From an optimization exercise on the open Yosys and OpenROAD flow, aimed at small area; shortcuts taken in it are not production practice.
The RTL was checked by simulation tests, not by an equivalence proof against the original design.
Power is estimated from default activity; no workload was simulated.

==> inputs of run G <==
==> flow/design.v <==
package sram_pkg;
   typedef enum logic {
      LIMPIAR,
      ACTIVO
   } estado_e;
   localparam int unsigned MODO_LEER_PRIMERO     = 0;
   localparam int unsigned MODO_ESCRIBIR_PRIMERO = 1;
   function automatic int unsigned ancho_indice(input int unsigned n);
      ancho_indice = (n > 1) ? $clog2(n) : 1;
   endfunction
endpackage
module sram_limpieza
#(
   parameter int unsigned PROFUNDIDAD = 256,
   parameter int unsigned AW          = 8
) (
   input  logic          clk,
   input  logic          rst,
   output logic          listo
);
   logic [AW-1:0] cnt_q;
   logic          listo_q;
   always_ff @(posedge clk) begin
      if (rst) begin
         cnt_q   <= '0;
         listo_q <= 1'b0;
      end else begin
         cnt_q <= cnt_q + AW'(1);
         if (cnt_q == AW'(PROFUNDIDAD - 1)) listo_q <= 1'b1;
      end
   end
   assign listo = listo_q;
endmodule
module sram_celda (
   input  logic clk,
   input  logic sel,
   input  logic seln,
   input  logic d,
   output logic q
);
   always_ff @(posedge clk) begin
      q <= ~((sel | q) & (seln | d));
   end
endmodule
module sram_fila (
   input  logic a,
   input  logic an,
   input  logic b,
   input  logic bn,
   output logic sel,
   output logic seln
);
   assign sel  = ~(an | bn);
   assign seln = ~(a & b);
endmodule
module sram_par (
   input  logic seln0,
   input  logic q0,
   input  logic seln1,
   input  logic q1,
   output logic y
);
   assign y = ~((seln0 | q0) & (seln1 | q1));
endmodule
module sram_or #(
   parameter int unsigned N = 128
) (
   input  logic [N-1:0] y,
   output logic         o
);
   assign o = |y;
endmodule
module sram_param
#(
   parameter int unsigned               ANCHO_DATO  = 8,
   parameter int unsigned               ANCHO_DIR   = 8,
   parameter int unsigned               PROFUNDIDAD = 2 ** ANCHO_DIR,
   parameter int unsigned               MODO_RW     = 0,
   parameter logic [ANCHO_DATO-1:0]     VALOR_INI   = '0
) (
   input  logic                  Clk,
   input  logic                  Rst,
   input  logic [ANCHO_DIR-1:0]  Dir,
   input  logic [ANCHO_DATO-1:0] Dato_e,
   input  logic                  We,
   input  logic                  En,
   output logic [ANCHO_DATO-1:0] Dato_s,
   output logic                  Valido,
   output logic                  Listo,
   output logic                  Err
);
   localparam int unsigned AW = sram_pkg::ancho_indice(PROFUNDIDAD);
   localparam int unsigned DW = ANCHO_DATO;
   localparam int unsigned AL = (AW + 1) / 2;       
   localparam int unsigned AH = AW - AL;            
   localparam int unsigned NL = 2 ** AL;
   localparam int unsigned NH = 2 ** AH;
   localparam int unsigned NP = (PROFUNDIDAD + 1) / 2;
   logic                   listo;
   logic                   limpiando;
   logic                   en_rango;
   logic                   fase_q;
   logic [NL-1:0]          pa, pan;
   logic [NH-1:0]          pb, pbn;
   logic [PROFUNDIDAD-1:0] sel, seln;
   logic [DW-1:0]          mem_q [PROFUNDIDAD];
   logic [NP-1:0]          term [DW];
   logic [DW-1:0]          leido_n;
   logic [DW-1:0]          leido;
   logic                   escribe;
   logic [DW-1:0]          nuevo;
   logic [DW-1:0]          d_col;
   logic [DW-1:0]          dato_q;
   logic                   valido_q;
   logic                   err_q;
   sram_limpieza #(
      .PROFUNDIDAD (PROFUNDIDAD),
      .AW          (AW)
   ) u_limpieza (
      .clk   (Clk),
      .rst   (Rst),
      .listo (listo)
   );
   assign limpiando = ~listo;
   assign en_rango  = (32'(Dir) < PROFUNDIDAD);
   always_ff @(posedge Clk) begin
      fase_q <= ~fase_q & ~Rst;
   end
   always_comb begin
      for (int j = 0; j < NL; j++) begin
         pa[j]  = limpiando | (Dir[AL-1:0] == AL'(j));
         pan[j] = ~pa[j];
      end
      for (int k = 0; k < NH; k++) begin
         if (AH == 0) pb[k] = 1'b1;
         else         pb[k] = limpiando | (en_rango && (Dir[AW-1:AL] == (AW-AL)'(k)));
         pbn[k] = ~pb[k];
      end
   end
   for (genvar w = 0; w < PROFUNDIDAD; w++) begin : g_pal
      sram_fila u_fila (
         .a    (pa[w % NL]),
         .an   (pan[w % NL]),
         .b    (pb[w / NL]),
         .bn   (pbn[w / NL]),
         .sel  (sel[w]),
         .seln (seln[w])
      );
      for (genvar b = 0; b < DW; b++) begin : g_bit
         sram_celda u_celda (
            .clk  (Clk),
            .sel  (sel[w]),
            .seln (seln[w]),
            .d    (d_col[b]),
            .q    (mem_q[w][b])
         );
      end
   end
   for (genvar b = 0; b < DW; b++) begin : g_lee
      for (genvar p = 0; p < NP; p++) begin : g_par
         if (2 * p + 1 < PROFUNDIDAD) begin : g_dos
            sram_par u_par (
               .seln0 (seln[2*p]),
               .q0    (mem_q[2*p][b]),
               .seln1 (seln[2*p+1]),
               .q1    (mem_q[2*p+1][b]),
               .y     (term[b][p])
            );
         end else begin : g_uno
            assign term[b][p] = ~(seln[2*p] | mem_q[2*p][b]);
         end
      end
      sram_or #(.N(NP)) u_or (
         .y (term[b]),
         .o (leido_n[b])
      );
   end
   assign leido = ~leido_n ^ {DW{fase_q}};
   assign escribe = limpiando | (En & We & en_rango);
   assign nuevo   = limpiando ? VALOR_INI : Dato_e;
   assign d_col   = escribe ? (nuevo ^ {DW{fase_q}}) : ~leido_n;
   always_ff @(posedge Clk) begin
      if (Rst) begin
         dato_q   <= '0;
         valido_q <= 1'b0;
         err_q    <= 1'b0;
      end else begin
         valido_q <= 1'b0;
         err_q    <= 1'b0;
         if (listo && En) begin
            if (en_rango) begin
               valido_q <= 1'b1;
               if (We && (MODO_RW == sram_pkg::MODO_ESCRIBIR_PRIMERO)) begin
                  dato_q <= Dato_e;
               end else begin
                  dato_q <= leido;
               end
            end else begin
               dato_q <= VALOR_INI;
               err_q  <= 1'b1;
            end
         end
      end
   end
   assign Dato_s = dato_q;
   assign Valido = valido_q;
   assign Listo  = listo;
   assign Err    = err_q;
endmodule
==> flow/run.sh <==
#!/bin/bash
# synth_recipe.tcl (not shown) runs the flow's synth.tcl, then flattens the netlist and writes it again
# the make line also repeats each setting of config.mk as NAME=value (left out here)
make -C /OpenROAD-flow-scripts/flow DESIGN_CONFIG=/design/flow/config.mk WORK_HOME=/design/flow/orfs CLKGATE_MAP_FILE= SYNTH_SCRIPT=/design/flow/synth_recipe.tcl finish
==> flow/config.mk <==
export PLATFORM = sky130hd
export DESIGN_NAME = sram_param
export DESIGN_NICKNAME = sram_param
export VERILOG_FILES = /design/flow/design.v
export SDC_FILE = /design/flow/constraint.sdc
export NUM_CORES = 4
export LEC_CHECK = 0
export CAP_MARGIN = 20
export CORE_MARGIN = 2
export CORE_UTILIZATION = 40
export SLEW_MARGIN = 20
export SYNTH_HIERARCHICAL = 1
==> flow/constraint.sdc <==
create_clock -name core_clock -period 8.0 [get_ports {Clk}]
set_input_delay 1.6000 -clock core_clock [delete_from_list [all_inputs] [get_ports {Clk}]]
set_output_delay 1.6000 -clock core_clock [all_outputs]
set_load 0.01 [all_outputs]
==> run K: changes against run G <==
==> flow/design.v, changed modules only <==
module sram_or16 (
   input  logic [15:0] a,
   output logic        y
);
   assign y = |a;
endmodule
module sram_nor2 (
   input  logic [1:0] a,
   output logic       y
);
   assign y = ~|a;
endmodule
module sram_nand4 (
   input  logic [3:0] a,
   output logic       y
);
   assign y = ~&a;
endmodule
module sram_or #(
   parameter int unsigned N = 128
) (
   input  logic [N-1:0] y,
   output logic         o
);
   if (N == 128) begin : g_arbol
      logic [7:0] o16;
      logic [3:0] n2;
      for (genvar i = 0; i < 8; i++) begin : g_o16
         sram_or16 u (.a (y[16*i +: 16]), .y (o16[i]));
      end
      for (genvar i = 0; i < 4; i++) begin : g_n2
         sram_nor2 u (.a (o16[2*i +: 2]), .y (n2[i]));
      end
      sram_nand4 u_o (.a (n2), .y (o));
   end else begin : g_plano
      assign o = |y;
   end
endmodule
- CAP_MARGIN: 20 -> 5
- CORE_UTILIZATION: 40 -> 70
- CTS_CLUSTER_DIAMETER: default -> 120
- CTS_CLUSTER_SIZE: default -> 28
- PLACE_DENSITY: default -> 0.8
- SLEW_MARGIN: 20 -> 5
==> run R: changes against run G <==
- CORE_UTILIZATION: 40 -> 60
- PLACE_DENSITY: default -> 0.7
==> impl_metrics.py <==
metrics = {
    "status": {
        "outcome": "complete, no violations",
    },
    "floorplan": {
        "die_area_sq_um": 168000,
    },
    "cells_and_area": {
        "multi_input_area_share": 0.312,
        "drive_above_1_share": 0.0854,
        "multi_input_comb_area_sq_um": 24300,
        "num-multi-input-gates": 4066,
        "layout.nonclk_buf_frac": 0.0324,
    },
    "global_routing": {
        "gr-usage-met1": 0.361,
    },
    "routing": {
        "via_per_inst": 6.59,
    },
}
[end of results for run G]
==> impl_metrics.py <==
metrics = {
    "cells_and_area": {
        "layout.nonclk_buf_frac": 0.0287,
        "final_cell_mix": "3072 x o22ai_1, 2066 x dfxtp_1, 284 x nand2_1",
        "multi_input_comb_area_sq_um": 24300,
        "drive_above_1_share": 0.0757,
        "num-multi-input-gates": 4066,
    },
    "routing": {
        "via_per_inst": 7.35,
    },
    "yosys": {
        "syn_nets": 6199,
    },
    "floorplan": {
        "die_area_sq_um": 112000,
    },
    "power": {
        "ir_worst_vdd_v": 0.000234,
    },
    "status": {
        "outcome": "complete, no violations",
    },
    "sta": {
        "period_needed_ps": 7130,
    },
    "global_routing": {
        "gr-usage-met1": 0.535,
    },
}
[end of results for run R]
==> impl_metrics.py <==
metrics = {
    "status": {
        "outcome": "complete, no violations",
    },
    "yosys": {
        "ys_warn_count": 11,
    },
    "cells_and_area": {
        "multi_input_comb_area_sq_um": 24200,
        "layout.nonclk_buf_frac": 0.0275,
        "seq_share": 0.579,
        "multi_input_area_share": 0.339,
        "num-multi-input-gates": 4082,
        "reg_top3": "g_pal.g_bit.u_celda.q: 2048 flops, dato_q: 8 flops, u_limpieza.cnt_q: 8 flops",
        "final-clk-cell-share": 0.0312,
    },
    "global_routing": {
        "gr-usage-met1": 0.598,
        "antenna_found_initial": 8,
    },
    "floorplan": {
        "die_area_sq_um": 96400,
    },
    "routing": {
        "via_per_inst": 7.70,
    },
}
[end of results for run K]

-- afterwards: timing with drivers on the ports --
The flow's constraints put no driver on any port. The routed layouts listed below were extracted and timed again, unchanged, in two steps.
Step 1 assumes that a clkbuf_16 drives the clock port and a buf_2 every other input.
Step 2 adds t to the input delays and takes it off the output delays; t is the mean of the earliest and latest rising clock arrival at the registers after step 1. Input paths then give back, and output paths get back, about the clock's delay inside the block.
a / b / c = ideal ports / drivers / drivers and shift; a / b = the first two.
run	shift t [ns]	slack for setup (ns)	slew at the worst register clock pin (ns)
run G	0.898	0.747 / 0.804 / -0.094	0.07 / 0.07
run K	0.776	1.202 / 1.254 / 0.478	0.11 / 0.11
run R	0.877	0.867 / 0.827 / -0.050	0.07 / 0.07
Met with ideal ports but missed after step 2: setup timing in run G and run R. The setup slack of run R, which loses most, moves by -0.040 ns with the drivers and by -0.917 ns with both steps.
